Source: an optimization exercise on an open RTL-to-GDS flow (aim: small area, a short achievable clock period and few clock cycles). Production flows keep margins and buffers that such runs may drop.
The RTL was checked by simulation tests, not by an equivalence proof against the original design.
Power is estimated from default activity; no workload was simulated.

==> design.v <==
package dram_responder_pkg;
    localparam logic [7:0] HOST_CMD_LOAD = 8'h01;
    localparam logic [7:0] HOST_CMD_DUMP = 8'h02;
    typedef enum logic [2:0] {
        S_CMD,
        S_ADDR,
        S_LEN,
        S_LOAD,
        S_DUMP_RD,
        S_DUMP_TX
    } host_state_e;
    function automatic logic [8:0] len_to_cnt(input logic [7:0] len);
        len_to_cnt = (len == 8'd0) ? 9'd256 : {1'b0, len};
    endfunction
endpackage
module dram_responder_sp_sram (
    input  logic       clk,
    input  logic       rst,
    input  logic       we_i,
    input  logic [7:0] addr_i,
    input  logic [7:0] wdata_i,
    input  logic       re_i,
    output logic [7:0] rdata_o
);
    logic [15:0] lo_n, hi_n, hiw_n;
    dram_responder_dec4 u_dec_lo (.a_i(addr_i[3:0]), .en_i(1'b1), .y_no(lo_n));
    dram_responder_dec4 u_dec_hi (.a_i(addr_i[7:4]), .en_i(1'b1), .y_no(hi_n));
    dram_responder_dec4 u_dec_hw (.a_i(addr_i[7:4]), .en_i(we_i), .y_no(hiw_n));
    logic [255:0] rsel, wen;
    logic [7:0]   mem_q [256];
    for (genvar i = 0; i < 256; i++) begin : g_word
        dram_responder_nor2 u_rsel (.a(lo_n[i % 16]), .b(hi_n[i / 16]), .y(rsel[i]));
        dram_responder_nor2 u_wen  (.a(lo_n[i % 16]), .b(hiw_n[i / 16]), .y(wen[i]));
        always_ff @(posedge clk) begin
            if (wen[i]) mem_q[i] <= wdata_i;
        end
    end
    logic [7:0] rd_n;
    for (genvar b = 0; b < 8; b++) begin : g_bit
        logic [31:0]  t1;
        logic [7:0]   t2_n;
        logic [1:0]   t3;
        for (genvar i = 0; i < 32; i++) begin : g_t1
            dram_responder_ao8 u (
                .w({mem_q[8*i+7][b], mem_q[8*i+6][b], mem_q[8*i+5][b], mem_q[8*i+4][b],
                    mem_q[8*i+3][b], mem_q[8*i+2][b], mem_q[8*i+1][b], mem_q[8*i][b]}),
                .s(rsel[8*i +: 8]), .y(t1[i]));
        end
        for (genvar i = 0; i < 8; i++) begin : g_t2
            dram_responder_nor4 u (.a(t1[4*i]), .b(t1[4*i+1]), .c(t1[4*i+2]),
                                   .d(t1[4*i+3]), .y(t2_n[i]));
        end
        for (genvar i = 0; i < 2; i++) begin : g_t3
            dram_responder_nand4 u (.a(t2_n[4*i]), .b(t2_n[4*i+1]), .c(t2_n[4*i+2]),
                                    .d(t2_n[4*i+3]), .y(t3[i]));
        end
        dram_responder_nor2 u_t4 (.a(t3[0]), .b(t3[1]), .y(rd_n[b]));
    end
    logic [7:0] rdata_q;
    always_ff @(posedge clk or posedge rst) begin
        if (rst) begin
            rdata_q <= '0;
        end else if (re_i) begin
            rdata_q <= ~rd_n;
        end
    end
    assign rdata_o = rdata_q;
endmodule
module dram_responder_dec4 (
    input  logic [3:0]  a_i,
    input  logic        en_i,
    output logic [15:0] y_no
);
    always_comb begin
        for (int k = 0; k < 16; k++) y_no[k] = !(en_i && (a_i == 4'(k)));
    end
endmodule
module dram_responder_nor2 (
    input  logic a, b,
    output logic y
);
    assign y = !(a || b);
endmodule
module dram_responder_ao8 (
    input  logic [7:0] w,
    input  logic [7:0] s,
    output logic       y
);
    assign y = |(w & s);
endmodule
module dram_responder_nand4 (
    input  logic a, b, c, d,
    output logic y
);
    assign y = !(a && b && c && d);
endmodule
module dram_responder_nor4 (
    input  logic a, b, c, d,
    output logic y
);
    assign y = !(a || b || c || d);
endmodule
module dram_responder (
    input  logic       clk,
    input  logic       rst,
    input  logic [7:0] dram_addr,
    input  logic [7:0] dram_din,
    input  logic       dram_write,
    output logic [7:0] dram_dout,
    input  logic       cpu_idle,
    output logic       host_busy,
    input  logic [7:0] host_in_data,
    input  logic       host_in_valid,
    output logic       host_in_ready,
    output logic [7:0] host_out_data,
    output logic       host_out_valid,
    input  logic       host_out_ready,
    output logic       cmd_err
);
    logic       busy_q, s_addr_q, s_len_q, s_load_q, s_dump_q;
    logic       rdy_q;       
    logic       dump_q;      
    logic       last_q;      
    logic [7:0] ptr_q;       
    logic [7:0] cnt_q;       
    logic       stall_q, err_q;
    logic       busy_a_q, idle_w_q;
    logic in_ready, in_fire, out_fire, cmd_ok, is_dump, stall, step, fin;
    logic [7:0] cnt_dec;
    assign in_ready = (cpu_idle && !busy_q) || rdy_q;
    assign in_fire  = host_in_valid && in_ready;
    assign out_fire = s_dump_q && host_out_ready;
    assign is_dump  = (host_in_data == dram_responder_pkg::HOST_CMD_DUMP);
    assign cmd_ok   = (host_in_data == dram_responder_pkg::HOST_CMD_LOAD) || is_dump;
    assign stall    = !busy_q && host_in_valid && !cpu_idle;
    assign cnt_dec  = cnt_q - 8'd1;
    assign step     = (s_load_q && host_in_valid) || out_fire;
    assign fin      = last_q && step;
    always_ff @(posedge clk or posedge rst) begin
        if (rst) begin
            busy_q   <= 1'b0;
            s_addr_q <= 1'b0;
            s_len_q  <= 1'b0;
            s_load_q <= 1'b0;
            s_dump_q <= 1'b0;
            rdy_q    <= 1'b0;
            stall_q  <= 1'b0;
            err_q    <= 1'b0;
        end else begin
            stall_q <= stall;
            err_q   <= (!busy_q && in_fire && !cmd_ok) || (stall && !stall_q) || (busy_q && dram_write);
            if (!busy_q) begin
                if (in_fire && cmd_ok) begin
                    busy_q   <= 1'b1;
                    s_addr_q <= 1'b1;
                    rdy_q    <= 1'b1;
                end
            end else if (s_addr_q) begin
                if (host_in_valid) begin
                    s_addr_q <= 1'b0;
                    s_len_q  <= 1'b1;
                end
            end else if (s_len_q) begin
                if (host_in_valid) begin
                    s_len_q  <= 1'b0;
                    s_load_q <= !dump_q;
                    s_dump_q <= dump_q;
                    rdy_q    <= !dump_q;
                end
            end else if (fin) begin
                busy_q   <= 1'b0;
                s_load_q <= 1'b0;
                s_dump_q <= 1'b0;
                rdy_q    <= 1'b0;
            end
        end
    end
    logic busy_d;
    always_comb begin
        busy_d = busy_q;
        if (!busy_q) busy_d = in_fire && cmd_ok;
        else if (!s_addr_q && !s_len_q && fin) busy_d = 1'b0;
    end
    always_ff @(posedge clk) begin
        busy_a_q <= busy_d;
        idle_w_q <= !busy_d;
        if (!busy_q) begin
            dump_q <= is_dump;
        end
        if (s_addr_q && host_in_valid) begin
            ptr_q <= host_in_data;
        end else if (step || (s_len_q && host_in_valid && dump_q)) begin
            ptr_q <= ptr_q + 8'd1;
        end
        if (s_len_q && host_in_valid) begin
            cnt_q  <= host_in_data;
            last_q <= (host_in_data == 8'd1);
        end else if (step) begin
            cnt_q  <= cnt_dec;
            last_q <= (cnt_dec == 8'd1);
        end
    end
    logic       mem_we, mem_re;
    logic [7:0] mem_addr, mem_wdata, mem_rdata;
    assign mem_we    = idle_w_q ? dram_write : (s_load_q && host_in_valid);
    assign mem_wdata = idle_w_q ? dram_din : host_in_data;
    assign mem_addr  = busy_a_q ? ptr_q : dram_addr;
    assign mem_re    = !s_dump_q || host_out_ready;
    dram_responder_sp_sram u_ram (
        .clk    (clk),
        .rst    (rst),
        .we_i   (mem_we),
        .addr_i (mem_addr),
        .wdata_i(mem_wdata),
        .re_i   (mem_re),
        .rdata_o(mem_rdata)
    );
    assign dram_dout      = mem_rdata;
    assign host_out_data  = mem_rdata;
    assign host_out_valid = s_dump_q;
    assign host_in_ready  = in_ready;
    assign host_busy      = busy_q;
    assign cmd_err        = err_q;
endmodule
==> run.sh <==
#!/bin/bash
# synth_recipe.tcl (not shown) runs the flow's synth.tcl, then flattens the netlist and writes it again
# the make line also repeats each setting of config.mk as NAME=value (left out here)
make -C /OpenROAD-flow-scripts/flow DESIGN_CONFIG=/design/flow/config.mk WORK_HOME=/design/flow/orfs CLKGATE_MAP_FILE= SYNTH_SCRIPT=/design/flow/synth_recipe.tcl finish
==> config.mk <==
export PLATFORM = sky130hd
export DESIGN_NAME = dram_responder
export DESIGN_NICKNAME = dram_responder
export VERILOG_FILES = /design/flow/design.v
export SDC_FILE = /design/flow/constraint.sdc
export NUM_CORES = 4
export LEC_CHECK = 0
export CAP_MARGIN = 20
export CORE_MARGIN = 2
export CORE_UTILIZATION = 60
export PLACE_DENSITY = 0.7
export SETUP_SLACK_MARGIN = 2.5
export SLEW_MARGIN = 20
export SYNTH_HIERARCHICAL = 1
export SYNTH_MINIMUM_KEEP_SIZE = 0
export TNS_END_PERCENT = 5
==> constraint.sdc <==
create_clock -name core_clock -period 5.5 [get_ports {clk}]
set_input_delay 1.1000 -clock core_clock [delete_from_list [all_inputs] [get_ports {clk}]]
set_output_delay 1.1000 -clock core_clock [all_outputs]
set_load 0.01 [all_outputs]
==> results.txt, run 1 <==
Outcome: complete, no violations
Max_slew headroom: 26.2%
CTS tree: yes
Mapped Area: 0.0760 mm²
Reg-to-reg setup timing slack: 2.00 ns
Share of layout cells above drive strength 1: 24.9%
Largest net degree at the start of global routing: 135
Power per cell area: 352 mW/mm²
Gate Count Post-Synth: 4187
CP Capture Type: register
Synth area leader: edfxtp_1
Crit path largest cell delay: 0.46 ns
Number of CTS-inserted buffers: 196
Routed vias: 45200
Area growth from synthesis to layout: 19.6%
R2R depth: 13
Setup-failing EPs final: 0
Crit start category: input pin
Hold Fails Final Rpt: 0
Fin Hold WS: 0.533 ns
Initial antenna violation count: 3
Hold Path Depth: 1
Total of max-cap violations: 0
Largest cells by area after synthesis: edfxtp_1 82%, a22oi_1 10%, nor2_1 2.7%
Max VDD drop: 380 µV
Std cell rows: 130
Main synth FF type: edfxtp_1
Pre-Repair DR Iteration Count: 7
Async SR Flop Fraction: 0.768%
Seq/Total Area, Yosys: 82.2%
Antenna-violating nets left: 0
DR DRC count: 0
Drt via density: 6.92
Ys Warns: 10
Total GRT Usage: 31.4%
Chip height: 360 µm
Die W: 360 µm
Buf/Inv on CP: 4
Worst Skew: 0.0222 ns
# port buffers: 49
Crit-path slowest cell: nor4_4
Crit path cell chain: clkdlybuf4s15_1, mux2_4, and3b_4, buf_12, nand2_8, buf_12, buf_4, nor2_2, a22oi_2, nand4_1, nor4_4, nand4_1, nor2_1, mux2i_1
Worst Hold Launch: s_load_q$_DFFE_PP0P_
Final worst-path cycle share: 63.8%
Critical Path Fanout Max: 8
Nets: 4761
GRT Residual Overflow: 0
Hold Path Class: reg -> reg
Worst Setup SP: dram_addr[0]
Crit path time final: 3.51 ns
WL final: 205 mm
Vias in the first global route: 43300
Htree depth: 4
Mean area per synthesized cell: 18.2 µm²
Clock transition at path regs: 0.06 ns
R2r startpoint: busy_a_q$_DFF_P_
Die area: 0.130 mm²
Total core area: 0.126 mm²
Crit path DAT: 4.17 ns
HPWL after DPL: 121 mm
Reg-to-Reg End: u_ram.rdata_q[1]$_DFFE_PP0P_
Unique masters post-synth: 46
Synth top area share: 81.6%
Post-synth EDFFs: 2066
Starting DRT DRC Count: 7364
RSZ-0062 raised after global routing: true
Initial core utilization: 60.5%
Slew Viols, Final: 0
Worst Path Required: 6.17 ns
Final core utilization: 72.3%
# clock sinks: 2084
First-pass GRT wire length: 296 mm
Family with the most delay on the worst path: simple AND/OR/NAND/NOR gates
Worst slew pin tran: 1.11 ns
Post-CTS Hold Fix Bufs: 0
P_leak: 27.5 nW
Worst hold path endpoint: s_load_q$_DFFE_PP0P_
Number of top-level pins: 50
WL/cell: 31.4 µm
Fmax: 285 MHz
Worst Path Class, Setup: in -> reg
Clock Latency Late Sink: 0.83 ns
RD Place Congestion: 0.883
Clock buffer depth: 3
Root Driver: clkbuf_16
TNS Setup: 0 ns
Synthesized flop and latch total: 2084
==> metal layers <==
metal | part of all wire (%) | global-route usage [%] | routed length, µm | up-vias
li1 | - | - | - | 18900
met4 | 4.5 | 13.6 | 9200 | 2
met3 | 9.8 | 6.27 | 20200 | 406
met2 | 48 | 49.3 | 98500 | 2831
met5 | 0.0044 | 0 | 9 | -
met1 | 38 | 43.4 | 77600 | 23100
==> report_power, final <==
group | switching, mW | total (mW) | leakage [nW] | internal [mW]
Combinational | 1.00 | 1.36 | 5.69 | 0.355
Sequential | 0.0713 | 17.8 | 18.8 | 17.7
Clock | 5.64 | 12.8 | 2.96 | 7.15
Total | 6.71 | 32.0 | 27.5 | 25.3
==> flip-flops by register name (all words and copies together) (netlist names), 8 cells and up <==
| name | flops |
|---|---|
| cnt_q | 8 |
| ptr_q | 8 |
| u_ram.mem_q | 2048 |
| u_ram.rdata_q | 8 |
==> Yosys stat by module (local to each module, per instance), excerpt <==
module | cells inside | area (µm²) | flip-flops and latches
dram_responder_ao8 | 5 | 36.3 | 0
dram_responder | 163 | 1710 | 28
dram_responder_nand4 | 1 | 6.26 | 0
dram_responder_sp_sram | 2075 | 61800 | 2056
dram_responder_nor4 | 1 | 12.5 | 0
dram_responder_dec4 | 23 | 123 | 0
==> layout by cell type (no fill, tap or decap), types with 8 or more instances in the layout <==
master,synthesis,layout
mux2_8,0,8
mux2_4,0,8
nor2_2,0,328
clkdlybuf4s50_1,0,41
nor2_1,548,158
a22oi_1,1025,911
a22oi_2,0,114
nor2_4,0,62
dfrtp_1,16,16
clkbuf_16,0,201
clkbuf_1,4,47
bufinv_16,0,10
nand2_2,0,8
conb_1,1,8
nand3_1,21,12
buf_12,0,67
buf_6,1,27
edfxtp_1,2066,2066
a21oi_1,13,13
nor4_4,1,29
buf_4,8,185
clkinv_2,0,36
nand2_1,45,13
nor4_2,64,36
clkinv_1,0,48
inv_1,8,8
nand4_1,272,272
nand2_8,0,21
==> cell families (layout without fill, tap and decap cells) <==
| logic type | count (synthesis) | after routing | synth area share (%) |
|---|---|---|---|
| other | 1 | 9 | 0.00493 |
| adders and majority gates | 3 | 3 | 0.0494 |
| buffers and inverters | 22 | 712 | 0.160 |
| DFF | 2084 | 2084 | 82.2 |
| AOI/OAI and AO/OA | 1054 | 1054 | 10.4 |
| and+or+nand+nor | 988 | 990 | 6.78 |
| xor gates and xnor gates | 13 | 13 | 0.150 |
| muxes | 22 | 22 | 0.321 |
==> worst max path at each step <==
stage	endpoint	slack, ns	depth (start not counted)
floorplan	u_ram.rdata_q[2]$_DFFE_PP0P_	2.09	10
detailed placement	u_ram.rdata_q[0]$_DFFE_PP0P_	0.22	12
global route	u_ram.rdata_q[0]$_DFFE_PP0P_	1.96	13
finish	u_ram.rdata_q[1]$_DFFE_PP0P_	1.99	14
global placement	u_ram.rdata_q[0]$_DFFE_PP0P_	0.20	12
CTS	u_ram.mem_q[221][2]$_DFFE_PP_	1.95	6
==> per-stage QoR <==
stage	worst slack, ns	power, mW	instance area (µm²)	std cells
after floorplan	2.09	18.6	76100	4194
after global placement	0.200	19.2	80100	6033
after detailed placement	0.224	19.2	80100	6033
after CTS	1.95	32.0	90000	6495
after global routing	1.96	32.7	90900	6537
final	1.99	32.0	90900	6537
==> synthesized netlist by cell type, types with 4 or more instances <==
library cell / n
clkbuf_1: 4
edfxtp_1: 2066
xor2_1: 6
buf_4: 8
inv_1: 8
a22oi_1: 1025
a21oi_1: 13
nand3_1: 21
xnor2_1: 7
nor4_2: 64
nand4_1: 272
nand2_1: 45
dfrtp_1: 16
a21oi_2: 6
and3b_1: 6
nand2b_1: 4
and3_1: 5
mux2_2: 19
nor2_1: 548
and2b_2: 6
==> cell type report <==
class                   count  area (µm²)
fillers                  7329       34800
well taps                1650        2060
repair buffers            348        4020
inverters                   8        30.0
flip-flops and latches   2084       62500
multi-input cells        2090       16300
clock inverters           107         831
clock buffers             249        5210
diodes                      1        2.50
==> what timing repair did <==
action | in CTS | in global routing
pin swaps | 153 | 42
gates resized for setup | 655 | 151
cloned | 13 | 1
endpoints found under the setup margin | 2028 | 2073
buffers inserted | 93 | 40
Testbench counts, summed over its fixed seeds: cycles 22,524.
==> inputs of run 2 (changes only) <==
==> flow/run.sh (new file) <==
#!/bin/bash
# The standard layout (standard.sh, with the standard synthesis), except
# that the input and output port buffers are plain buffers
# (sky130_fd_sc_hd__buf_4) instead of the delay cell buffer_ports picks by
# default. Every port still gets its own buffer.
set -euo pipefail
bash standard.sh "BUFFER_PORTS_ARGS=-buffer_cell sky130_fd_sc_hd__buf_4" finish > standard.log 2>&1
==> standard.sh (new file) <==
#!/bin/bash
# synth_recipe.tcl (not shown) runs the flow's synth.tcl, then flattens the netlist and writes it again
# the make line also repeats each setting of config.mk as NAME=value (left out here)
make -C /OpenROAD-flow-scripts/flow DESIGN_CONFIG=/design/flow/config.mk WORK_HOME=/design/flow/orfs CLKGATE_MAP_FILE= SYNTH_SCRIPT=/design/flow/synth_recipe.tcl "${@:-finish}"
removed: run.sh
==> run 2 against run 1 <==
Still clean. Flip-flop and latch count is the same. Count of clock-buffer cells in the layout shrank 3. Area after synthesis is the same. Die area is the same. Register-to-register slack lost 0.19 ns. Global-route usage shrank 0.39 points. Critical endpoint is now u_ram.rdata_q[7]$_DFFE_PP0P_. Highest routed layer unchanged.
==> results.txt, run 2 <==
Unique masters post-synth: 46
Routed met1 length: 76.7 mm
RD Place Congestion: 0.909
# clock sinks: 2084
Hold Fails Final Rpt: 0
Async SR Flop Fraction: 0.768%
WL final: 203 mm
Fill cells: 7490
DR top layer: met5
Routed vias: 44800
DR DRC count: 0
HPWL after DPL: 119 mm
Gate Count Post-Synth: 4187
Power per cell area: 364 mW/mm²
Met2 routed WL: 97.2 mm
Hold Path Class: in -> async
Setup WS pre-CTS: 0.363 ns
Total power: 32.5 mW
Share of layout cells above drive strength 1: 21.4%
Commonest non-fill, non-tap cell in the layout: edfxtp_1
Total core area: 0.126 mm²
Initial core utilization: 60.5%
Reg with most FFs: u_ram.mem_q
Root Driver: clkbuf_16
Clock Latency Late Sink: 0.83 ns
Pre-Repair DR Iteration Count: 6
Main synth FF type: edfxtp_1
GRT Residual Overflow: 0
Total of max-cap violations: 0
Number of top-level pins: 50
Commonest cells post-synth: 2066 x edfxtp_1, 1025 x a22oi_1, 548 x nor2_1, 272 x nand4_1, 64 x nor4_2
WL/cell: 31.4 µm
Clock transition at path regs: 0.07 ns
Synth top area share: 81.6%
Std cell rows: 130
Dpl cells: 5972
Chip height: 360 µm
Top-count cell post-synth: edfxtp_1
TNS Setup: 0 ns
RSZ-0062 raised after global routing: true
Mean area per synthesized cell: 18.2 µm²
Synth area leader: edfxtp_1
Starting DRT DRC Count: 6920
Max VDD drop: 386 µV
Worst Skew: 0.0370 ns
Post-CTS Hold Fix Bufs: 0
Number of CTS-inserted buffers: 195
Post-route insts no fill: 6469
Worst slew pin tran: 1.14 ns
Final worst-path cycle share: 67.1%
Setup-failing EPs final: 0
Worst Path Required: 6.18 ns
Total GRT Usage: 31.0%
Outcome: complete, no violations
Metal3 WL: 19.8 mm
CP Capture Type: register
Htree depth: 4
Die W: 360 µm
Vias in the first global route: 43200
Drt via density: 6.92
Die area: 0.130 mm²
Mapped Area: 0.0760 mm²
Nets: 4686
First-pass GRT wire length: 292 mm
Antenna-violating nets left: 0
Most frequent cells in the layout: 2066 x edfxtp_1, 951 x a22oi_1, 304 x nor2_1, 272 x nand4_1, 230 x nor2_2
Area growth from synthesis to layout: 17.3%
CTS tree: yes
# port buffers: 49
Critical Path Fanout Max: 8
Synthesized flop and latch total: 2084
Largest cells by area after synthesis: edfxtp_1 82%, a22oi_1 10%, nor2_1 2.7%
Setup WS post-layout: 1.81 ns
Worst Path Class, Setup: reg -> reg
Post-synth EDFFs: 2066
Crit path time final: 3.69 ns
Max FFs per register: 2048
P_leak: 27.1 nW
Max_slew headroom: 24.2%
Clock buffer depth: 3
Largest net degree at the start of global routing: 145
Crit path DAT: 4.37 ns
Initial antenna violation count: 4
Fmax: 271 MHz
Ys Warns: 10
Seq/Total Area, Yosys: 82.2%
Crit start category: register
Slew Viols, Final: 0
==> run 2: cell types whose count changed in the layout (fill, tap and decap cells not counted), sizes merged, moves of 3 or more <==
cell,change
buf,-22
bufbuf,-3
bufinv,+11
clkbuf,-4
clkdlybuf4s50,-41
clkinv,-6
dlygate4sd2,-7
==> run 2: kinds of logic (layout without fill, tap and decap cells) <==
logic type / after synthesis / in the layout / synth area share, %
buf+inv: 22 / 643 / 0.160
fa+ha+maj: 3 / 3 / 0.0494
compound gates: 1054 / 1054 / 10.4
simple gates: 988 / 991 / 6.78
mux: 22 / 22 / 0.321
xor+xnor: 13 / 13 / 0.150
flops: 2084 / 2084 / 82.2
other cells: 1 / 9 / 0.00493
==> run 2: cell type report <==
cell class	count	area (µm²)	share of cell area (%)
Antenna cell	1	2.50	0.00280
Clock buffer	246	5230	5.86
Timing Repair Buffer	273	2780	3.12
Sequential cell	2084	62500	70.0
Inverter	8	30.0	0.0337
Multi-Input combinational cell	2091	15400	17.3
Tap cell	1650	2060	2.31
Clock inverter	116	1190	1.33
==> run 2: critical path, cell delays in order (launching register included) <==
cell and delay, ns:
edfxtp_1 0.44, mux2_4 0.35, and3b_2 0.32, nand3_4 0.14, buf_12 0.17, nor2_4 0.06, buf_4 0.14, a22oi_2 0.18
nand4_1 0.26, nor4_4 0.52, nand4_1 0.51, nor2_1 0.28, mux2i_1 0.11
==> run 2: per-layer routing <==
| layer | up-vias | global-route usage (%) |
|---|---|---|
| met2 | 2911 | 48.8 |
| met1 | 22700 | 42.9 |
| met4 | 6 | 13.8 |
| met5 | - | 0 |
| met3 | 453 | 5.65 |
| li1 | 18700 | - |
==> run 2: timing repair <==
item,CTS,global route
buffers inserted,107,19
pin swaps,99,58
endpoints found under the setup margin,2016,1642
gates cloned,7,0
resized for setup,424,100
==> run 2: modules after synthesis, one instance, submodules excluded <==
module / cell area (µm²) / times used / flops+latches / cells
dram_responder: 1710 / 1 / 28 / 163
dram_responder_dec4: 123 / 3 / 0 / 23
dram_responder_nand4: 6.26 / 16 / 0 / 1
dram_responder_sp_sram: 61800 / 1 / 2056 / 2075
dram_responder_ao8: 36.3 / 256 / 0 / 5
dram_responder_nor2: 3.75 / 520 / 0 / 1
dram_responder_nor4: 12.5 / 64 / 0 / 1
==> run 2: report_power, final <==
group	switching, mW	internal (mW)
Combinational	0.972	0.287
Clock	5.74	7.72
Sequential	0.0540	17.7
Total	6.77	25.8
==> run 2: worst paths after layout <==
| check | start | cells after the start | slack (ns) | to |
|---|---|---|---|---|
| setup / recovery | ptr_q[4]$_DFFE_PP_ | 12 | 1.81 | u_ram.rdata_q[7]$_DFFE_PP0P_ |
| max in group asynchronous | rst | 2 | 4.70 | u_ram.rdata_q[5]$_DFFE_PP0P_ |
| hold / removal | rst | 2 | 0.27 | s_addr_q$_DFFE_PP0P_ |
| min in group core_clock | cpu_idle | 2 | 0.45 | stall_q$_DFF_PP0_ |
| hold reg to reg | rdy_q$_DFFE_PP0P_ | 1 | 0.55 | rdy_q$_DFFE_PP0P_ |
| setup reg to reg | ptr_q[4]$_DFFE_PP_ | 12 | 1.81 | u_ram.rdata_q[7]$_DFFE_PP0P_ |
==> run 2: through the flow <==
step	area, µm²	utilization [%]	hold slack, ns
3_5_place_dp	79500	63.2	0.511
2_1_floorplan	76100	-	0.472
6_report	89200	71.0	0.267
4_1_cts	88700	70.5	0.237
3_3_place_gp	79500	63.2	0.502
5_1_grt	89200	71.0	0.264
==> inputs of run 3 (changes only) <==
--- a/design.v
+++ b/design.v
@@ -23,13 +23,14 @@
     output logic [7:0] rdata_o
 );
-    logic [15:0] lo_n, hi_n, hiw_n;
-    dram_responder_dec4 u_dec_lo (.a_i(addr_i[3:0]), .en_i(1'b1), .y_no(lo_n));
-    dram_responder_dec4 u_dec_hi (.a_i(addr_i[7:4]), .en_i(1'b1), .y_no(hi_n));
-    dram_responder_dec4 u_dec_hw (.a_i(addr_i[7:4]), .en_i(we_i), .y_no(hiw_n));
+    logic [15:0] lo_n, hi_n, wlo_n, whi_n;
+    dram_responder_dec4e u_dec_lo  (.a_i(addr_i[3:0]), .en_i(1'b1), .y_no(lo_n));
+    dram_responder_dec4e u_dec_hi  (.a_i(addr_i[7:4]), .en_i(1'b1), .y_no(hi_n));
+    dram_responder_dec4e u_dec_wlo (.a_i(addr_i[3:0]), .en_i(we_i), .y_no(wlo_n));
+    dram_responder_dec4e u_dec_whi (.a_i(addr_i[7:4]), .en_i(we_i), .y_no(whi_n));
     logic [255:0] rsel, wen;
     logic [7:0]   mem_q [256];
     for (genvar i = 0; i < 256; i++) begin : g_word
         dram_responder_nor2 u_rsel (.a(lo_n[i % 16]), .b(hi_n[i / 16]), .y(rsel[i]));
-        dram_responder_nor2 u_wen  (.a(lo_n[i % 16]), .b(hiw_n[i / 16]), .y(wen[i]));
+        dram_responder_nor2 u_wen  (.a(wlo_n[i % 16]), .b(whi_n[i / 16]), .y(wen[i]));
         always_ff @(posedge clk) begin
             if (wen[i]) mem_q[i] <= wdata_i;
@@ -38,7 +39,9 @@
     logic [7:0] rd_n;
     for (genvar b = 0; b < 8; b++) begin : g_bit
-        logic [31:0]  t1;
-        logic [7:0]   t2_n;
-        logic [1:0]   t3;
+        logic [31:0] t1;
+        logic [15:0] t2_n;
+        logic [7:0]  t3;
+        logic [3:0]  t4_n;
+        logic [1:0]  t5;
         for (genvar i = 0; i < 32; i++) begin : g_t1
             dram_responder_ao8 u (
@@ -47,13 +50,17 @@
                 .s(rsel[8*i +: 8]), .y(t1[i]));
         end
-        for (genvar i = 0; i < 8; i++) begin : g_t2
-            dram_responder_nor4 u (.a(t1[4*i]), .b(t1[4*i+1]), .c(t1[4*i+2]),
-                                   .d(t1[4*i+3]), .y(t2_n[i]));
-        end
-        for (genvar i = 0; i < 2; i++) begin : g_t3
-            dram_responder_nand4 u (.a(t2_n[4*i]), .b(t2_n[4*i+1]), .c(t2_n[4*i+2]),
-                                    .d(t2_n[4*i+3]), .y(t3[i]));
-        end
-        dram_responder_nor2 u_t4 (.a(t3[0]), .b(t3[1]), .y(rd_n[b]));
+        for (genvar i = 0; i < 16; i++) begin : g_t2
+            dram_responder_nor2 u (.a(t1[2*i]), .b(t1[2*i+1]), .y(t2_n[i]));
+        end
+        for (genvar i = 0; i < 8; i++) begin : g_t3
+            dram_responder_nand2 u (.a(t2_n[2*i]), .b(t2_n[2*i+1]), .y(t3[i]));
+        end
+        for (genvar i = 0; i < 4; i++) begin : g_t4
+            dram_responder_nor2 u (.a(t3[2*i]), .b(t3[2*i+1]), .y(t4_n[i]));
+        end
+        for (genvar i = 0; i < 2; i++) begin : g_t5
+            dram_responder_nand2 u (.a(t4_n[2*i]), .b(t4_n[2*i+1]), .y(t5[i]));
+        end
+        dram_responder_nor2 u_t6 (.a(t5[0]), .b(t5[1]), .y(rd_n[b]));
     end
     logic [7:0] rdata_q;
@@ -67,5 +74,5 @@
     assign rdata_o = rdata_q;
 endmodule
-module dram_responder_dec4 (
+module dram_responder_dec4e (
     input  logic [3:0]  a_i,
     input  logic        en_i,
@@ -89,15 +96,9 @@
     assign y = |(w & s);
 endmodule
-module dram_responder_nand4 (
-    input  logic a, b, c, d,
+module dram_responder_nand2 (
+    input  logic a, b,
     output logic y
 );
-    assign y = !(a && b && c && d);
-endmodule
-module dram_responder_nor4 (
-    input  logic a, b, c, d,
-    output logic y
-);
-    assign y = !(a || b || c || d);
+    assign y = !(a && b);
 endmodule
 module dram_responder (
==> run 3 against run 2 <==
Largest cell class unchanged. Clock power about the same. Critical endpoint is now u_ram.mem_q[30][1]$_DFFE_PP_. Still clean on timing, DRC and antenna. Setup slack better by 0.31 ns. Synthesized cell count up 4.4%. Clock skew down 0.0060 ns. Design area up 2.5%. Die area up 0.16%. Flip-flop and latch count unchanged.
==> results.txt, run 3 <==
WL/cell: 32.9 µm
Most frequent cells in the layout: 2066 x edfxtp_1, 903 x a22oi_1, 398 x nor2_2, 256 x nand4_1, 218 x buf_4
Reg with most FFs: u_ram.mem_q
Share of layout cells above drive strength 1: 27.9%
Synthesized flop and latch total: 2084
RSZ-0062 raised after global routing: true
Starting DRT DRC Count: 8285
CTS tree: yes
First-pass GRT wire length: 298 mm
Worst slew pin tran: 1.17 ns
Routed vias: 46800
# clock sinks: 2084
# port buffers: 49
Commonest cells post-synth: 2066 x edfxtp_1, 1025 x a22oi_1, 709 x nor2_1, 256 x nand4_1, 137 x nand2_1
HPWL after DPL: 124 mm
Total GRT Usage: 31.9%
Synth area leader: edfxtp_1
Largest net degree at the start of global routing: 151
Reg-to-reg setup timing slack: 2.12 ns
GRT Residual Overflow: 0
Top-count cell post-synth: edfxtp_1
Worst Skew: 0.0310 ns
Register Area: 0.0625 mm²
Async SR Flop Fraction: 0.768%
Fin Hold WS: 0.246 ns
Synth top area share: 81.5%
Number of top-level pins: 50
Slew Viols, Final: 0
Number of CTS-inserted buffers: 198
Antenna-violating nets left: 0
Hold Fails Final Rpt: 0
Fill cells: 7265
Area after DPL: 0.0793 mm²
Drt via density: 7.00
WL final: 220 mm
Die area: 0.130 mm²
TNS Setup: 0 ns
Post-synth EDFFs: 2066
Unique masters post-synth: 45
Initial core utilization: 60.6%
Root Driver: clkbuf_16
Crit path DAT: 3.84 ns
Mean area per synthesized cell: 17.4 µm²
Worst Path Class, Setup: reg -> reg
Die W: 360 µm
Multi-input gate area: 0.0175 mm²
Commonest non-fill, non-tap cell in the layout: edfxtp_1
Htree depth: 4
Chip height: 360 µm
Clock transition at path regs: 0.06 ns
Total of max-cap violations: 0
Clock buffer depth: 3
Total power: 32.7 mW
Outcome: complete, no violations
Vias in the first global route: 43400
Max FFs per register: 2048
P_leak: 27.7 nW
Mapped Area: 0.0762 mm²
Fmax: 296 MHz
Nets: 4898
Initial antenna violation count: 2
Crit start category: register
Seq/Total Area, Yosys: 82.0%
Largest cells by area after synthesis: edfxtp_1 81%, a22oi_1 10%, nor2_1 3.5%
N_diodes: 0
CP Capture Type: register
Final core utilization: 72.7%
Post-route insts no fill: 6685
Dpl cells: 6125
RD Place Congestion: 0.894
Setup WS post-layout: 2.12 ns
Critical Path Fanout Max: 16
Power per cell area: 357 mW/mm²
Final worst-path cycle share: 61.4%
Pre-Repair DR Iteration Count: 8
Setup-failing EPs final: 0
Area growth from synthesis to layout: 20.1%
Setup WS pre-CTS: 0.431 ns
Worst Path Required: 5.96 ns
Max VDD drop: 296 µV
Clock Latency Late Sink: 0.83 ns
Crit path time final: 3.38 ns
Total core area: 0.126 mm²
Hold Path Class: in -> async
Max_slew headroom: 21.7%
Main synth FF type: edfxtp_1
Design Area, Final: 0.0914 mm²
Std cell rows: 130
DR DRC count: 0
Gate Count Post-Synth: 4370
Ys Warns: 10
run 3: cell types whose count changed after synthesis:
| cell | delta |
|---|---|
| and3b_1 | +2 |
| nand4_1 | -16 |
| nor4_2 | -64 |
| and3_1 | +1 |
| nor3b_2 | +1 |
| nor2_1 | +161 |
| nand3_1 | +4 |
| and2b_2 | +2 |
| nand2_1 | +92 |
run 3: final timing paths:
path                            cells after the start                           end                  from
max in group asynchronous                           2  u_ram.rdata_q[4]$_DFFE_PP0P_                   rst
min in group core_clock                             2             stall_q$_DFF_PP0_              cpu_idle
worst max-delay path                                5  u_ram.mem_q[30][1]$_DFFE_PP_      busy_a_q$_DFF_P_
worst min register to register                      1          s_load_q$_DFFE_PP0P_  s_load_q$_DFFE_PP0P_
worst min-delay path                                2           s_len_q$_DFFE_PP0P_                   rst
worst max register to register                      5  u_ram.mem_q[30][1]$_DFFE_PP_      busy_a_q$_DFF_P_
run 3: cells by family (layout without fill, tap and decap cells):
logic type,after synthesis,in the layout,synth area share (%)
AO/OA/AOI/OAI,1054,1054,10.4
XOR/XNOR,13,13,0.149
adder cells (fa/ha/maj),3,3,0.0493
buffers and inverters,22,669,0.159
flip-flops,2084,2084,82.0
multiplexers,22,22,0.320
other,1,8,0.00492
AND/OR/NAND/NOR,1171,1182,6.93
run 3: cell type report:
cell class,instances,share of cell area (%)
Timing Repair Buffer,291,3.26
Clock inverter,123,1.23
Inverter,8,0.0328
Clock buffer,247,5.76
Multi-Input combinational cell,2282,19.1
Sequential cell,2084,68.3
Tap cell,1650,2.26
run 3: critical path, cell delays in order, from the launching register on:
cell and delay [ns]:
dfxtp_4 0.44, mux2_4 0.40, buf_4 0.20, nor2_1 0.65, nand2_2 0.60, nor2_1 0.68
run 3: timing repair:
| action | 4_1_cts | 5_1_grt |
|---|---|---|
| pin swaps | 18 | 134 |
| gates cloned | 1 | 15 |
| buffers inserted | 41 | 131 |
| gates resized for setup | 550 | 506 |
| endpoints found under the setup margin | 2056 | 2048 |
| hold buffers | 0 | 0 |
run 3: modules after synthesis (local to each module, per instance):
module	area (µm²)	cells	times used
dram_responder_nor2	3.75	1	680
dram_responder	1710	163	1
dram_responder_dec4e	123	23	4
dram_responder_nand2	3.75	1	80
dram_responder_sp_sram	61800	2075	1
dram_responder_ao8	36.3	5	256
run 3: power breakdown:
group	switching [mW]	internal, mW
logic	1.13	0.328
registers	0.0669	17.7
clock network	5.77	7.64
run 3: routing by layer:
layer / vias to the layer above / GRT usage [%] / share of wire [%] / wire (µm)
li1: 19200 / - / - / -
met1: 23400 / 44.3 / 36 / 78900
met2: 3588 / 50.4 / 47 / 103000
met3: 576 / 6.72 / 12 / 25900
met4: 4 / 12.1 / 5.2 / 11300
met5: - / 0 / 0.012 / 26
Testbench counts of run 3, summed over its fixed seeds: cycles 22,524.
==> inputs of run 4 (changes only) <==
--- a/design.v
+++ b/design.v
@@ -17,15 +17,21 @@
     input  logic       clk,
     input  logic       rst,
-    input  logic       we_i,
-    input  logic [7:0] addr_i,
-    input  logic [7:0] wdata_i,
+    input  logic        we_i,
+    input  logic        rsel_i,
+    input  logic        wsel_i,
+    input  logic [7:0]  caddr_i,
+    input  logic [15:0] plo_i,
+    input  logic [15:0] phi_i,
+    input  logic [7:0]  wdata_i,
     input  logic       re_i,
     output logic [7:0] rdata_o
 );
     logic [15:0] lo_n, hi_n, wlo_n, whi_n;
-    dram_responder_dec4e u_dec_lo  (.a_i(addr_i[3:0]), .en_i(1'b1), .y_no(lo_n));
-    dram_responder_dec4e u_dec_hi  (.a_i(addr_i[7:4]), .en_i(1'b1), .y_no(hi_n));
-    dram_responder_dec4e u_dec_wlo (.a_i(addr_i[3:0]), .en_i(we_i), .y_no(wlo_n));
-    dram_responder_dec4e u_dec_whi (.a_i(addr_i[7:4]), .en_i(we_i), .y_no(whi_n));
+    dram_responder_pdec  u_dec_lo  (.a_i(caddr_i[3:0]), .p_i(plo_i), .sel_i(rsel_i), .y_no(lo_n));
+    dram_responder_pdec  u_dec_hi  (.a_i(caddr_i[7:4]), .p_i(phi_i), .sel_i(rsel_i), .y_no(hi_n));
+    dram_responder_pdece u_dec_wlo (.a_i(caddr_i[3:0]), .p_i(plo_i), .sel_i(wsel_i), .en_i(we_i),
+                                    .y_no(wlo_n));
+    dram_responder_pdece u_dec_whi (.a_i(caddr_i[7:4]), .p_i(phi_i), .sel_i(wsel_i), .en_i(we_i),
+                                    .y_no(whi_n));
     logic [255:0] rsel, wen;
     logic [7:0]   mem_q [256];
@@ -74,11 +80,23 @@
     assign rdata_o = rdata_q;
 endmodule
-module dram_responder_dec4e (
+module dram_responder_pdec (
     input  logic [3:0]  a_i,
+    input  logic [15:0] p_i,
+    input  logic        sel_i,
+    output logic [15:0] y_no
+);
+    always_comb begin
+        for (int k = 0; k < 16; k++) y_no[k] = !(sel_i ? p_i[k] : (a_i == 4'(k)));
+    end
+endmodule
+module dram_responder_pdece (
+    input  logic [3:0]  a_i,
+    input  logic [15:0] p_i,
+    input  logic        sel_i,
     input  logic        en_i,
     output logic [15:0] y_no
 );
     always_comb begin
-        for (int k = 0; k < 16; k++) y_no[k] = !(en_i && (a_i == 4'(k)));
+        for (int k = 0; k < 16; k++) y_no[k] = !(en_i && (sel_i ? p_i[k] : (a_i == 4'(k))));
     end
 endmodule
@@ -124,4 +142,5 @@
     logic       last_q;      
     logic [7:0] ptr_q;       
+    logic [15:0] plo_q, phi_q;   
     logic [7:0] cnt_q;       
     logic       stall_q, err_q;
@@ -177,4 +196,13 @@
         end
     end
+    logic [7:0] ptr_d;
+    always_comb begin
+        ptr_d = ptr_q;
+        if (s_addr_q && host_in_valid) begin
+            ptr_d = host_in_data;
+        end else if (step || (s_len_q && host_in_valid && dump_q)) begin
+            ptr_d = ptr_q + 8'd1;
+        end
+    end
     logic busy_d;
     always_comb begin
@@ -189,9 +217,7 @@
             dump_q <= is_dump;
         end
-        if (s_addr_q && host_in_valid) begin
-            ptr_q <= host_in_data;
-        end else if (step || (s_len_q && host_in_valid && dump_q)) begin
-            ptr_q <= ptr_q + 8'd1;
-        end
+        ptr_q <= ptr_d;
+        plo_q <= 16'b1 << ptr_d[3:0];
+        phi_q <= 16'b1 << ptr_d[7:4];
         if (s_len_q && host_in_valid) begin
             cnt_q  <= host_in_data;
@@ -203,8 +229,7 @@
     end
     logic       mem_we, mem_re;
-    logic [7:0] mem_addr, mem_wdata, mem_rdata;
+    logic [7:0] mem_wdata, mem_rdata;
     assign mem_we    = idle_w_q ? dram_write : (s_load_q && host_in_valid);
     assign mem_wdata = idle_w_q ? dram_din : host_in_data;
-    assign mem_addr  = busy_a_q ? ptr_q : dram_addr;
     assign mem_re    = !s_dump_q || host_out_ready;
     dram_responder_sp_sram u_ram (
@@ -212,5 +237,9 @@
         .rst    (rst),
         .we_i   (mem_we),
-        .addr_i (mem_addr),
+        .rsel_i (busy_a_q),
+        .wsel_i (!idle_w_q),
+        .caddr_i(dram_addr),
+        .plo_i  (plo_q),
+        .phi_i  (phi_q),
         .wdata_i(mem_wdata),
         .re_i   (mem_re),
==> run 4 against run 3 <==
Register-to-register slack better by 0.23 ns. Count of clock-buffer cells in the layout is the same. Area after synthesis up 2.0%. Power shrank 4.4%. Combinational power shrank 75%. Die area rose by 2.0%. Critical path type is now in -> reg. Via count barely moved. Highest routed layer unchanged. Sequential power is essentially flat. Still clean. Flip-flop and latch count increased by 32.
==> results.txt, run 4 <==
Outcome: complete, no violations
Family with the most delay on the worst path: simple AND/OR/NAND/NOR gates
Main synth FF type: edfxtp_1
Area growth from synthesis to layout: 13.7%
Initial antenna violation count: 7
Top-count cell post-synth: edfxtp_1
Buf/Inv on CP: 3
Gate Count Post-Synth: 4529
Fill cells: 8350
Die W: 364 µm
Worst Path Required: 6.23 ns
Commonest cells post-synth: 2058 x edfxtp_1, 1045 x a22oi_1, 715 x nor2_1, 257 x nand4_1, 139 x nand2_1
Routed vias: 46800
Worst Path Class, Setup: in -> reg
First-pass GRT wire length: 303 mm
Mapped Area: 0.0777 mm²
CP Capture Type: register
Post-CTS Hold Fix Bufs: 0
Total GRT Usage: 32.0%
Commonest non-fill, non-tap cell in the layout: edfxtp_1
Most frequent cells in the layout: 2058 x edfxtp_1, 1034 x a22oi_1, 625 x nor2_1, 257 x nand4_1, 206 x clkbuf_16
Number of CTS-inserted buffers: 201
Clock transition at path regs: 0.07 ns
Async SR Flop Fraction: 0.756%
Simple-gate area share of the yosys netlist: 6.99%
Xor-xnor portion of the synthesized cell area: 0.101%
Total core area: 0.129 mm²
Registers with the most flip-flops: u_ram.mem_q: 2048 flops, phi_q: 16 flops, plo_q: 16 flops
Reg with most FFs: u_ram.mem_q
Met1 usage: 44.9%
RD Place Congestion: 0.950
Clock Latency Late Sink: 0.82 ns
CTS tree: yes
WL final: 213 mm
Ys Warns: 11
Crit path time final: 3.22 ns
Worst Skew: 0.0291 ns
Htree depth: 4
Max_slew headroom: 26.5%
P_leak: 27.5 nW
Die area: 0.132 mm²
Total power: 31.2 mW
Vias in the first global route: 44300
Synthesized flop and latch total: 2116
Hold Fails Final Rpt: 0
HPWL after DPL: 131 mm
Hold Path Class: in -> async
# clock sinks: 2116
Synth top area share: 79.5%
Slew Viols, Final: 0
WL/cell: 31.3 µm
Initial core utilization: 60.3%
Crit-path slowest cell: nor2_1
Setup-failing EPs final: 0
Total of max-cap violations: 0
# port buffers: 49
Post-synth EDFFs: 2058
Critical Path Fanout Max: 8
Grt met2 use: 49.0%
Nets: 4920
Clock buffer depth: 3
Crit start category: input pin
Most Crowded Layer GR: met2
Max VDD drop: 371 µV
Unique masters post-synth: 66
Crit path cell chain: buf_4, or2_4, o31a_4, buf_4, buf_4, nor2_1, a22oi_1, nand4_1, nor2_1, nand2_1, nor2_1, nand2_1, nor2_1, mux2i_1
DR DRC count: 0
Crit path top cell by count: nor2_1
GRT Residual Overflow: 0
Seq/Total Area, Yosys: 81.1%
Number of top-level pins: 50
Max FFs per register: 2048
Post-route insts no fill: 6794
Largest net degree at the start of global routing: 136
Mux contribution to synthesized area: 0.229%
Synth area leader: edfxtp_1
Final worst-path cycle share: 58.6%
Chip height: 364 µm
Power per cell area: 353 mW/mm²
Starting DRT DRC Count: 7727
Dpl cells: 6383
Worst slew pin tran: 1.10 ns
Share of layout cells above drive strength 1: 13.0%
GRT met3 Usage: 6.87%
Adder-Cell Fraction of Synth Area: 0.0483%
Mean area per synthesized cell: 17.2 µm²
Crit path DAT: 3.95 ns
Antenna-violating nets left: 0
Root Driver: clkbuf_16
RSZ-0062 raised after global routing: true
Pre-Repair DR Iteration Count: 7
Std cell rows: 132
Largest cells by area after synthesis: edfxtp_1 80%, a22oi_1 10%, nor2_1 3.5%
Drt via density: 6.89
Largest family of logic cells by synthesized area: compound AO/OA/AOI/OAI gates
Fmax: 310 MHz
TNS Setup: 0 ns
Synth Area in Compound Gates: 11.1%
Crit path largest cell delay: 0.41 ns
run 4: changes by cell type after synthesis, sizes merged, moves of 8 or more:
cell / before / now
o21ai: 2 / 10
nand3: 25 / 6
mux2: 19 / 9
a22oi: 1025 / 1050
a32oi: 0 / 8
dfxtp: 2 / 42
nor3: 3 / 23
o31a: 0 / 32
nand2b: 4 / 15
buf: 10 / 24
inv: 8 / 17
edfxtp: 2066 / 2058
and2b: 8 / 0
run 4: per-layer routing:
layer | up-vias | share of wire [%]
met3 | 513 | 11
met2 | 3216 | 46
li1 | 19500 | -
met5 | - | 0.035
met4 | 10 | 4.5
met1 | 23500 | 38
run 4: repair_timing:
item                                    4_1_cts  5_1_grt
pin swaps                                     8        1
endpoints found under the setup margin     2056     1979
setup buffers                                41        2
gates cloned                                  0        0
resized for setup                           121       42
run 4: per-module statistics from Yosys, one instance, submodules excluded:
module	area, µm²	cells
dram_responder_pdece	245	29
dram_responder_nand2	3.75	1
dram_responder_nor2	3.75	1
dram_responder	2740	271
dram_responder_ao8	36.3	5
dram_responder_sp_sram	61800	2074
dram_responder_pdec	265	43
run 4: worst paths after layout:
check | startpoint | to | slack [ns] | depth (start not counted)
max | dram_addr[2] | u_ram.rdata_q[0]$_DFFE_PP0P_ | 2.28 | 14
min | rst | err_q$_DFF_PP0_ | 0.33 | 2
max reg2reg | busy_a_q$_DFF_P_ | u_ram.rdata_q[5]$_DFFE_PP0P_ | 2.35 | 14
min reg2reg | u_ram.rdata_q[7]$_DFFE_PP0P_ | u_ram.rdata_q[7]$_DFFE_PP0P_ | 0.55 | 2
max in group asynchronous | rst | u_ram.rdata_q[7]$_DFFE_PP0P_ | 4.89 | 2
min in group core_clock | cpu_idle | stall_q$_DFF_PP0_ | 0.47 | 2
run 4: through the flow:
stage / hold slack (ns) / utilization, % / instance area [µm²] / worst slack [ns]
6_report: 0.334 / 68.5 / 88400 / 2.28
5_1_grt: 0.350 / 68.5 / 88400 / 2.24
4_1_cts: 0.323 / 68.4 / 88200 / 2.28
3_5_place_dp: 0.540 / 62.9 / 81100 / 0.608
3_3_place_gp: 0.532 / 62.9 / 81100 / 0.520
2_1_floorplan: 0.505 / - / 77700 / 2.12
run 4: kinds of logic after synthesis:
logic type | after synthesis
AO/OA/AOI/OAI | 1145
XOR/XNOR | 9
adder cells (fa/ha/maj) | 3
buffers and inverters | 47
flip-flops | 2116
multiplexers | 15
AND/OR/NAND/NOR | 1194
run 4: layout make-up:
type / count / area (µm²) / area share, %
Antenna cell: 1 / 2.50 / 0.00283
Clock buffer: 247 / 5320 / 6.02
Clock inverter: 120 / 948 / 1.07
Inverter: 18 / 71.3 / 0.0807
Multi-Input combinational cell: 2366 / 15200 / 17.2
Sequential cell: 2116 / 63000 / 71.3
Tap cell: 1742 / 2180 / 2.47
Timing Repair Buffer: 184 / 1610 / 1.82
run 4: report_power, final:
group	leakage, nW	internal [mW]	total, mW	switching, mW
logic	5.39	0.0444	0.367	0.322
registers	19.0	17.7	17.7	0.0000775
clock network	3.08	7.45	13.2	5.75
total	27.5	25.2	31.2	6.07
Testbench counts of run 4, summed over its fixed seeds: cycles 22,524.
==> inputs of run 5 (changes only) <==
--- a/config.mk
+++ b/config.mk
@@ -8,6 +8,6 @@
 export CAP_MARGIN = 20
 export CORE_MARGIN = 2
-export CORE_UTILIZATION = 60
-export PLACE_DENSITY = 0.7
+export CORE_UTILIZATION = 72
+export PLACE_DENSITY = 0.82
 export SETUP_SLACK_MARGIN = 2.5
 export SLEW_MARGIN = 20
==> run 5 against run 4 <==
Still clean on timing, DRC and antenna. Count of clock-buffer cells in the layout is 4 lower. Synthesized cell count unchanged. Flip-flop and latch count unchanged. Register-to-register slack about the same. Clock power about the same. Design area about the same. Area after synthesis unchanged. Non-clock buffer count is 2 higher. Largest power group unchanged. Highest routed layer unchanged.
==> results.txt, run 5 <==
Outcome: complete, no violations
Max VDD drop: 320 µV
Crit path cell chain: buf_4, nand2b_2, o31a_4, buf_4, buf_4, nor2_1, a22oi_1, nand4_1, nor2_1, nand2_1, nor2_1, nand2_1, nor2_1, mux2i_1
WL/cell: 34.5 µm
Buf/Inv on CP: 3
Seq/Total Area, Yosys: 81.1%
Antenna-violating nets left: 0
Crit start category: input pin
Largest cells by area after synthesis: edfxtp_1 80%, a22oi_1 10%, nor2_1 3.5%
Reg-to-reg setup timing slack: 2.34 ns
Chip height: 333 µm
Top-count cell post-synth: edfxtp_1
Initial core utilization: 72.6%
Hold Fails Final Rpt: 0
Die W: 333 µm
Crit path largest cell delay: 0.53 ns
Final worst-path cycle share: 58.0%
Clock Latency Late Sink: 0.81 ns
DR DRC count: 0
Commonest non-fill, non-tap cell in the layout: edfxtp_1
Total GRT Usage: 39.9%
Std cell rows: 120
Largest net degree at the start of global routing: 135
Main synth FF type: edfxtp_1
Crit path time final: 3.19 ns
# clock sinks: 2116
Gate Count Post-Synth: 4529
Slew Viols, Final: 0
Crit-path slowest cell: nor2_1
RD Place Congestion: 1.03
Max_slew headroom: 28.8%
Setup-failing EPs final: 0
Registers with the most flip-flops: u_ram.mem_q: 2048 flops, phi_q: 16 flops, plo_q: 16 flops
Vias in the first global route: 46800
Post-CTS Hold Fix Bufs: 0
Commonest cells post-synth: 2058 x edfxtp_1, 1045 x a22oi_1, 715 x nor2_1, 257 x nand4_1, 139 x nand2_1
Reg with most FFs: u_ram.mem_q
Post-synth EDFFs: 2058
Reg-to-Reg End: u_ram.rdata_q[5]$_DFFE_PP0P_
R2R depth: 11
Area growth from synthesis to layout: 13.7%
Family with the most delay on the worst path: simple AND/OR/NAND/NOR gates
Mean area per synthesized cell: 17.2 µm²
Critical Path Fanout Max: 11
Worst slew pin tran: 1.07 ns
Number of top-level pins: 50
Number of CTS-inserted buffers: 192
Starting DRT DRC Count: 10100
CP Capture Type: register
Power per cell area: 355 mW/mm²
GRT Residual Overflow: 0
Nets: 4914
Synth area leader: edfxtp_1
Synthesized flop and latch total: 2116
Max FFs per register: 2048
TNS Setup: 0 ns
Drt via density: 7.68
Htree depth: 4
Worst Skew: 0.0364 ns
Root Driver: clkbuf_16
Crit path top cell by count: nor2_1
Clock transition at path regs: 0.06 ns
Most frequent cells in the layout: 2058 x edfxtp_1, 1031 x a22oi_1, 506 x nor2_1, 257 x nand4_1, 201 x clkbuf_16
Synth top area share: 79.5%
HPWL after DPL: 131 mm
Total core area: 0.107 mm²
Ys Warns: 11
Async SR Flop Fraction: 0.756%
R2r startpoint: busy_a_q$_DFF_P_
Worst Path Required: 6.21 ns
Crit path DAT: 3.90 ns
Total of max-cap violations: 0
Fmax: 314 MHz
Total power: 31.4 mW
CTS tree: yes
Initial antenna violation count: 9
First-pass GRT wire length: 316 mm
Share of layout cells above drive strength 1: 15.5%
Routed vias: 49500
# port buffers: 49
Die area: 0.111 mm²
P_leak: 27.6 nW
Pre-Repair DR Iteration Count: 10
Hold Path Class: in -> async
RSZ-0062 raised after global routing: true
WL final: 222 mm
Mapped Area: 0.0777 mm²
Worst Path Class, Setup: in -> reg
Unique masters post-synth: 66
Clock buffer depth: 3
[run 5: cell counts after synthesis]
Identical to the previous run, type by type.
[run 5: area by class of cell]
class	count	area, µm²
multi-input cells	2367	15600
clock buffers	243	5250
well taps	1403	1760
fillers	4720	18700
repair buffers	186	1660
flip-flops and latches	2116	63000
clock inverters	113	1010
inverters	18	75.1
diodes	3	7.51
[run 5: per-layer routing]
layer | wire length, µm | track usage, % | vias to the layer above
li1 | - | - | 19500
met3 | 33300 | 12.1 | 900
met4 | 15400 | 23.2 | 12
met2 | 101000 | 59.7 | 5129
met1 | 72900 | 53.0 | 24000
met5 | 235 | 0 | -
[run 5: worst max path at each step]
stage	from	end	slack (ns)	depth (start not counted)
final	dram_addr[0]	u_ram.rdata_q[0]$_DFFE_PP0P_	2.31	14
after global routing	busy_a_q$_DFF_P_	u_ram.rdata_q[5]$_DFFE_PP0P_	2.35	11
after CTS	busy_q$_DFF_PP0_	host_in_ready	2.30	3
after detailed placement	dram_addr[2]	u_ram.rdata_q[2]$_DFFE_PP0P_	0.88	13
after global placement	dram_addr[2]	u_ram.rdata_q[2]$_DFFE_PP0P_	0.92	13
after floorplan	host_in_valid	u_ram.mem_q[0][0]$_DFFE_PP_	2.12	6
[run 5: report_power, final]
group / leakage [nW] / switching (mW) / internal [mW] / total [mW]
registers: 19.0 / 0.000911 / 17.7 / 17.7
logic: 5.53 / 0.329 / 0.0452 / 0.374
clock network: 3.06 / 5.74 / 7.61 / 13.3
total: 27.6 / 6.07 / 25.3 / 31.4
[run 5: stage by stage]
stage / hold WS [ns] / setup WS [ns] / util (%) / cells / instance area, µm²
5_1_grt: 0.306 / 2.35 / 82.6 / 6446 / 88400
2_1_floorplan: 0.505 / 2.12 / - / 4529 / 77700
3_3_place_gp: 0.534 / 0.918 / 75.3 / 6034 / 80600
4_1_cts: 0.279 / 2.30 / 82.1 / 6437 / 87900
6_report: 0.298 / 2.31 / 82.6 / 6449 / 88400
3_5_place_dp: 0.540 / 0.878 / 75.3 / 6037 / 80600
[run 5: worst reg2reg max path, stage by stage, from the launching register on]
cell,delay [ns]
dfxtp_4,0.44
buf_8,0.21
o31a_2,0.47
nor2_1,0.31
a22oi_1,0.40
nand4_1,0.26
nor2_1,0.29
nand2_1,0.15
nor2_1,0.11
nand2_1,0.10
nor2_1,0.19
a21oi_2,0.08
[run 5: cell families (layout without fill, tap and decap cells)]
logic type | after synthesis | in the layout | share of synthesized area, %
buffers and inverters | 47 | 560 | 0.373
XOR/XNOR | 9 | 9 | 0.101
AND/OR/NAND/NOR | 1194 | 1194 | 6.99
adder cells (fa/ha/maj) | 3 | 3 | 0.0483
flip-flops | 2116 | 2116 | 81.1
AO/OA/AOI/OAI | 1145 | 1146 | 11.1
other | 0 | 3 | 0
multiplexers | 15 | 15 | 0.229
[run 5: per-module statistics from Yosys, one instance, submodules excluded]
| module | cells | cell area, µm² | times used | flops+latches |
|---|---|---|---|---|
| dram_responder | 271 | 2740 | 1 | 60 |
| dram_responder_ao8 | 5 | 36.3 | 256 | 0 |
| dram_responder_nand2 | 1 | 3.75 | 80 | 0 |
| dram_responder_nor2 | 1 | 3.75 | 680 | 0 |
| dram_responder_pdec | 43 | 265 | 2 | 0 |
| dram_responder_pdece | 29 | 245 | 2 | 0 |
| dram_responder_sp_sram | 2074 | 61800 | 1 | 2056 |
[run 5: timing repair]
action	CTS	global route
setup endpoints to repair	2057	1938
pin swaps	10	6
gates cloned	0	1
gates resized for setup	171	138
buffers inserted	44	8
endpoints found under the hold margin	0	0
==> inputs of run 6 (changes only) <==
--- a/design.v
+++ b/design.v
@@ -32,15 +32,23 @@
     dram_responder_pdece u_dec_wlo (.a_i(caddr_i[3:0]), .p_i(plo_i), .sel_i(wsel_i), .en_i(we_i),
                                     .y_no(wlo_n));
-    dram_responder_pdece u_dec_whi (.a_i(caddr_i[7:4]), .p_i(phi_i), .sel_i(wsel_i), .en_i(we_i),
-                                    .y_no(whi_n));
+    dram_responder_pdec  u_dec_whi (.a_i(caddr_i[7:4]), .p_i(phi_i), .sel_i(wsel_i), .y_no(whi_n));
+    logic [15:0] wlo_nq, whi_nq;
+    logic [7:0]  wd_q;
+    always_ff @(posedge clk) begin
+        wlo_nq <= wlo_n;
+        whi_nq <= whi_n;
+        wd_q   <= wdata_i;
+    end
     logic [255:0] rsel, wen;
     logic [7:0]   mem_q [256];
     for (genvar i = 0; i < 256; i++) begin : g_word
+        dram_responder_nor2 u_wen  (.a(wlo_nq[i % 16]), .b(whi_nq[i / 16]), .y(wen[i]));
         dram_responder_nor2 u_rsel (.a(lo_n[i % 16]), .b(hi_n[i / 16]), .y(rsel[i]));
-        dram_responder_nor2 u_wen  (.a(wlo_n[i % 16]), .b(whi_n[i / 16]), .y(wen[i]));
         always_ff @(posedge clk) begin
-            if (wen[i]) mem_q[i] <= wdata_i;
-        end
-    end
+            if (wen[i]) mem_q[i] <= wd_q;
+        end
+    end
+    logic hit;
+    dram_responder_hit u_hit (.lo_ni(lo_n), .hi_ni(hi_n), .wlo_ni(wlo_nq), .whi_ni(whi_nq), .hit_o(hit));
     logic [7:0] rd_n;
     for (genvar b = 0; b < 8; b++) begin : g_bit
@@ -66,7 +74,9 @@
         end
         for (genvar i = 0; i < 2; i++) begin : g_t5
-            dram_responder_nand2 u (.a(t4_n[2*i]), .b(t4_n[2*i+1]), .y(t5[i]));
-        end
-        dram_responder_nor2 u_t6 (.a(t5[0]), .b(t5[1]), .y(rd_n[b]));
+            dram_responder_a21oi u (.a(t4_n[2*i]), .b(t4_n[2*i+1]), .c(hit), .y(t5[i]));
+        end
+        logic byp;
+        assign byp = hit & wd_q[b];
+        dram_responder_nor3 u_t6 (.a(t5[0]), .b(t5[1]), .c(byp), .y(rd_n[b]));
     end
     logic [7:0] rdata_q;
@@ -113,4 +123,25 @@
 );
     assign y = |(w & s);
+endmodule
+module dram_responder_nor3 (
+    input  logic a, b, c,
+    output logic y
+);
+    assign y = !(a || b || c);
+endmodule
+module dram_responder_hit (
+    input  logic [15:0] lo_ni,
+    input  logic [15:0] hi_ni,
+    input  logic [15:0] wlo_ni,
+    input  logic [15:0] whi_ni,
+    output logic        hit_o
+);
+    assign hit_o = |(~lo_ni & ~wlo_ni) && |(~hi_ni & ~whi_ni);
+endmodule
+module dram_responder_a21oi (
+    input  logic a, b, c,
+    output logic y
+);
+    assign y = !((a && b) || c);
 endmodule
 module dram_responder_nand2 (
--- a/config.mk
+++ b/config.mk
@@ -8,6 +8,6 @@
 export CAP_MARGIN = 20
 export CORE_MARGIN = 2
-export CORE_UTILIZATION = 72
-export PLACE_DENSITY = 0.82
+export CORE_UTILIZATION = 60
+export PLACE_DENSITY = 0.7
 export SETUP_SLACK_MARGIN = 2.5
 export SLEW_MARGIN = 20
==> run 6 against run 5 <==
Utilization decreased by 14 points. Non-clock buffer count decreased by 20. Still clean on timing, DRC and antenna. Clock power about the same. Largest power group unchanged.
==> results.txt, run 6 <==
Total GRT Usage: 31.7%
DR DRC count: 0
GRT met3 Usage: 7.02%
Routed vias: 47600
# clock sinks: 2156
Max VDD drop: 361 µV
Power per cell area: 351 mW/mm²
Chip height: 367 µm
Crit path largest cell delay: 0.52 ns
Vias in the first global route: 45000
Unique masters post-synth: 70
Area after DPL: 0.0819 mm²
Buf/Inv on CP: 2
Post-CTS Hold Fix Bufs: 0
Worst slew pin tran: 1.27 ns
Family with the most delay on the worst path: simple AND/OR/NAND/NOR gates
HPWL after DPL: 129 mm
Critical Path Fanout Max: 8
WL final: 217 mm
R2R depth: 13
Die area: 0.134 mm²
Comb power frac: 1.0%
Seq/Total Area, Yosys: 80.9%
Main synth FF type: edfxtp_1
Crit path cell chain: buf_4, nand2b_1, o31a_4, buf_12, nor2_2, a22oi_1, nand4_1, nor2_1, nand2_1, nor2_1, a21oi_2, nor3_2, a21oi_2
Clock buffer depth: 3
Starting DRT DRC Count: 8019
Final worst-path cycle share: 56.5%
N_diodes: 0
Mean area per synthesized cell: 17.1 µm²
Synth area leader: edfxtp_1
Clock Latency Late Sink: 0.84 ns
Grt met2 use: 48.1%
Clk pwr share: 41.9%
Total of max-cap violations: 0
Max FFs per register: 2048
Setup WS pre-CTS: 0.997 ns
Mapped Area: 0.0789 mm²
Crit path time final: 3.11 ns
Root Driver: clkbuf_16
Largest net degree at the start of global routing: 174
Number of CTS-inserted buffers: 201
Fill cells: 8438
Pre-Repair DR Iteration Count: 7
Worst Path Required: 6.26 ns
CP Capture Type: register
Clock transition at path regs: 0.06 ns
Async SR Flop Fraction: 0.742%
Hold Fails Final Rpt: 0
Initial core utilization: 60.2%
Synthesized flop and latch total: 2156
TNS Setup: 0 ns
Gate Count Post-Synth: 4612
P_leak: 27.9 nW
Number of top-level pins: 50
Antenna-violating nets left: 0
Commonest cells post-synth: 2058 x edfxtp_1, 1036 x a22oi_1, 707 x nor2_1, 257 x nand4_1, 141 x nand2_1
Die W: 367 µm
Met1 usage: 45.4%
Net Switching: 6.19 mW
Synth top area share: 78.3%
Hold Path Class: in -> async
Worst Skew: 0.0220 ns
Reg with most FFs: u_ram.mem_q
Setup-failing EPs final: 0
Design Area, Final: 0.0899 mm²
Largest cells by area after synthesis: edfxtp_1 78%, a22oi_1 9.9%, nor2_1 3.4%
Htree depth: 4
WL/cell: 31.7 µm
Most frequent cells in the layout: 2058 x edfxtp_1, 1017 x a22oi_1, 550 x nor2_1, 257 x nand4_1, 208 x clkbuf_16
Max_slew headroom: 15.3%
Commonest non-fill, non-tap cell in the layout: edfxtp_1
Setup WS post-layout: 2.39 ns
Drt via density: 6.93
Ys Warns: 11
GRT Residual Overflow: 0
# port buffers: 49
Outcome: complete, no violations
Post-synth EDFFs: 2058
Worst Path Class, Setup: in -> reg
Share of layout cells above drive strength 1: 14.8%
Seq pwr share: 57.1%
Std cell rows: 133
Total core area: 0.131 mm²
Crit path DAT: 3.87 ns
Internal: 25.4 mW
First-pass GRT wire length: 308 mm
CP Depth: 13
CTS tree: yes
Crit-path slowest cell: o31a_4
RD Place Congestion: 0.949
Fmax: 322 MHz
RSZ-0062 raised after global routing: true
Crit start category: input pin
Sw frac: 19.6%
Slew Viols, Final: 0
Final core utilization: 68.6%
Nets: 4987
Most Crowded Layer GR: met2
Top-count cell post-synth: edfxtp_1
Initial antenna violation count: 9
Area growth from synthesis to layout: 13.9%
[run 6: cells by family after synthesis]
group,Yosys count,synth area share [%]
AOI/OAI and AO/OA,1178,11.3
and+or+nand+nor,1205,7.01
adders and majority gates,3,0.0476
xor gates and xnor gates,9,0.0999
buffers and inverters,46,0.344
DFF,2156,80.9
muxes,15,0.225
[run 6: per-module statistics from Yosys (local to each module, per instance)]
module | copies in the design | flip-flops and latches
dram_responder_pdec | 3 | 0
dram_responder_nor3 | 8 | 0
dram_responder_ao8 | 256 | 0
dram_responder_nor2 | 672 | 0
dram_responder_nand2 | 64 | 0
dram_responder_a21oi | 16 | 0
dram_responder_pdece | 1 | 0
dram_responder | 1 | 60
dram_responder_hit | 1 | 0
dram_responder_sp_sram | 1 | 2096
[run 6: power by group through the flow]
stage                     clock network (mW)  logic (mW)  registers, mW
after floorplan                            0      0.0225           18.5
after global placement                     0       0.297           18.4
after detailed placement                   0       0.306           18.4
after CTS                               13.3       0.310           18.0
after global routing                    13.9       0.336           18.0
final                                   13.2       0.312           18.0
[run 6: final timing paths]
kind,start,end,slack (ns)
min,rst,stall_q$_DFF_PP0_,0.23
min reg2reg,plo_q[9]$_SDFF_PN0_,u_ram.wlo_nq[9]$_DFF_P_,0.47
max reg2reg,busy_a_q$_DFF_P_,u_ram.rdata_q[4]$_DFFE_PP0P_,2.42
max in group asynchronous,rst,u_ram.rdata_q[1]$_DFFE_PP0P_,4.76
min in group core_clock,cpu_idle,stall_q$_DFF_PP0_,0.46
max,dram_addr[3],u_ram.rdata_q[6]$_DFFE_PP0P_,2.39
[run 6: what timing repair did]
item,4_1_cts,5_1_grt
resized for setup,179,130
gates cloned,1,3
setup buffers,35,13
pin swaps,8,5
setup endpoints to repair,8,11
[run 6: worst reg2reg max path, delay by kind of cell, from the launching register on]
| kind | cells | cell delay, ns |
|---|---|---|
| simple gates | 7 | 1.31 |
| compound gates | 4 | 0.73 |
| buf+inv | 2 | 0.48 |
| flops | 1 | 0.42 |
[run 6: stage by stage]
stage	hold slack [ns]	std cells	power, mW
final	0.226	6871	31.5
after global routing	0.214	6871	32.3
after CTS	0.203	6855	31.6
after detailed placement	0.446	6454	18.7
after global placement	0.450	6454	18.7
after floorplan	0.405	4612	18.5
[run 6: metal layers]
layer	up-vias	wire length [µm]
met4	10	9160
met1	23900	82300
met2	3344	99600
met3	538	26400
met5	-	63
li1	19800	-
[run 6: final cells by class]
type,instances,area [µm²],share of cell area (%)
inverters,16,63.8,0.0710
repair buffers,166,1640,1.83
well taps,1755,2200,2.44
clock buffers,251,5350,5.95
multi-input cells,2413,15800,17.6
clock inverters,114,895,0.996
flip-flops and latches,2156,63900,71.1
Testbench counts of run 6, summed over its fixed seeds: cycles 22,524.

[what the ideal ports hide]
The results above use ideal ports. As a check the final layouts listed here were re-extracted and re-timed, cells and wires unchanged.
Step 1: set_driving_cell puts a clkbuf_16 on clk and a buf_2 on each other input, an assumption about the parent block.
Step 2, shift: input delay + t, output delay - t, t = (earliest + latest rising clock arrival at the registers) / 2. This alone moves slack from input paths to output paths.
a / b / c = no drivers / after step 1 / after step 2; a / b = the first two.
run | t, ns | slack for setup (ns) | worst hold slack (ns) | worst data-port slew with drivers (ns)
run 1 | 0.891 | 1.991 / 1.998 / 1.129 | 0.533 / 0.521 / 0.533 | 0.07
run 2 | 0.891 | 1.808 / 1.808 / 1.045 | 0.267 / 0.214 / 0.550 | 0.07
run 3 | 0.901 | 2.122 / 2.122 / 1.359 | 0.246 / 0.184 / 0.541 | 0.07
run 4 | 0.885 | 2.277 / 2.260 / 1.376 | 0.334 / 0.289 / 0.552 | 0.16
run 5 | 0.873 | 2.310 / 2.219 / 1.347 | 0.298 / 0.250 / 0.553 | 0.21
run 6 | 0.915 | 2.391 / 2.409 / 1.494 | 0.226 / 0.171 / 0.474 | 0.10
After both steps setup and hold are still met in every run listed. The setup slack of run 5, which loses most, moves by -0.091 ns with the drivers and by -0.963 ns with both steps.
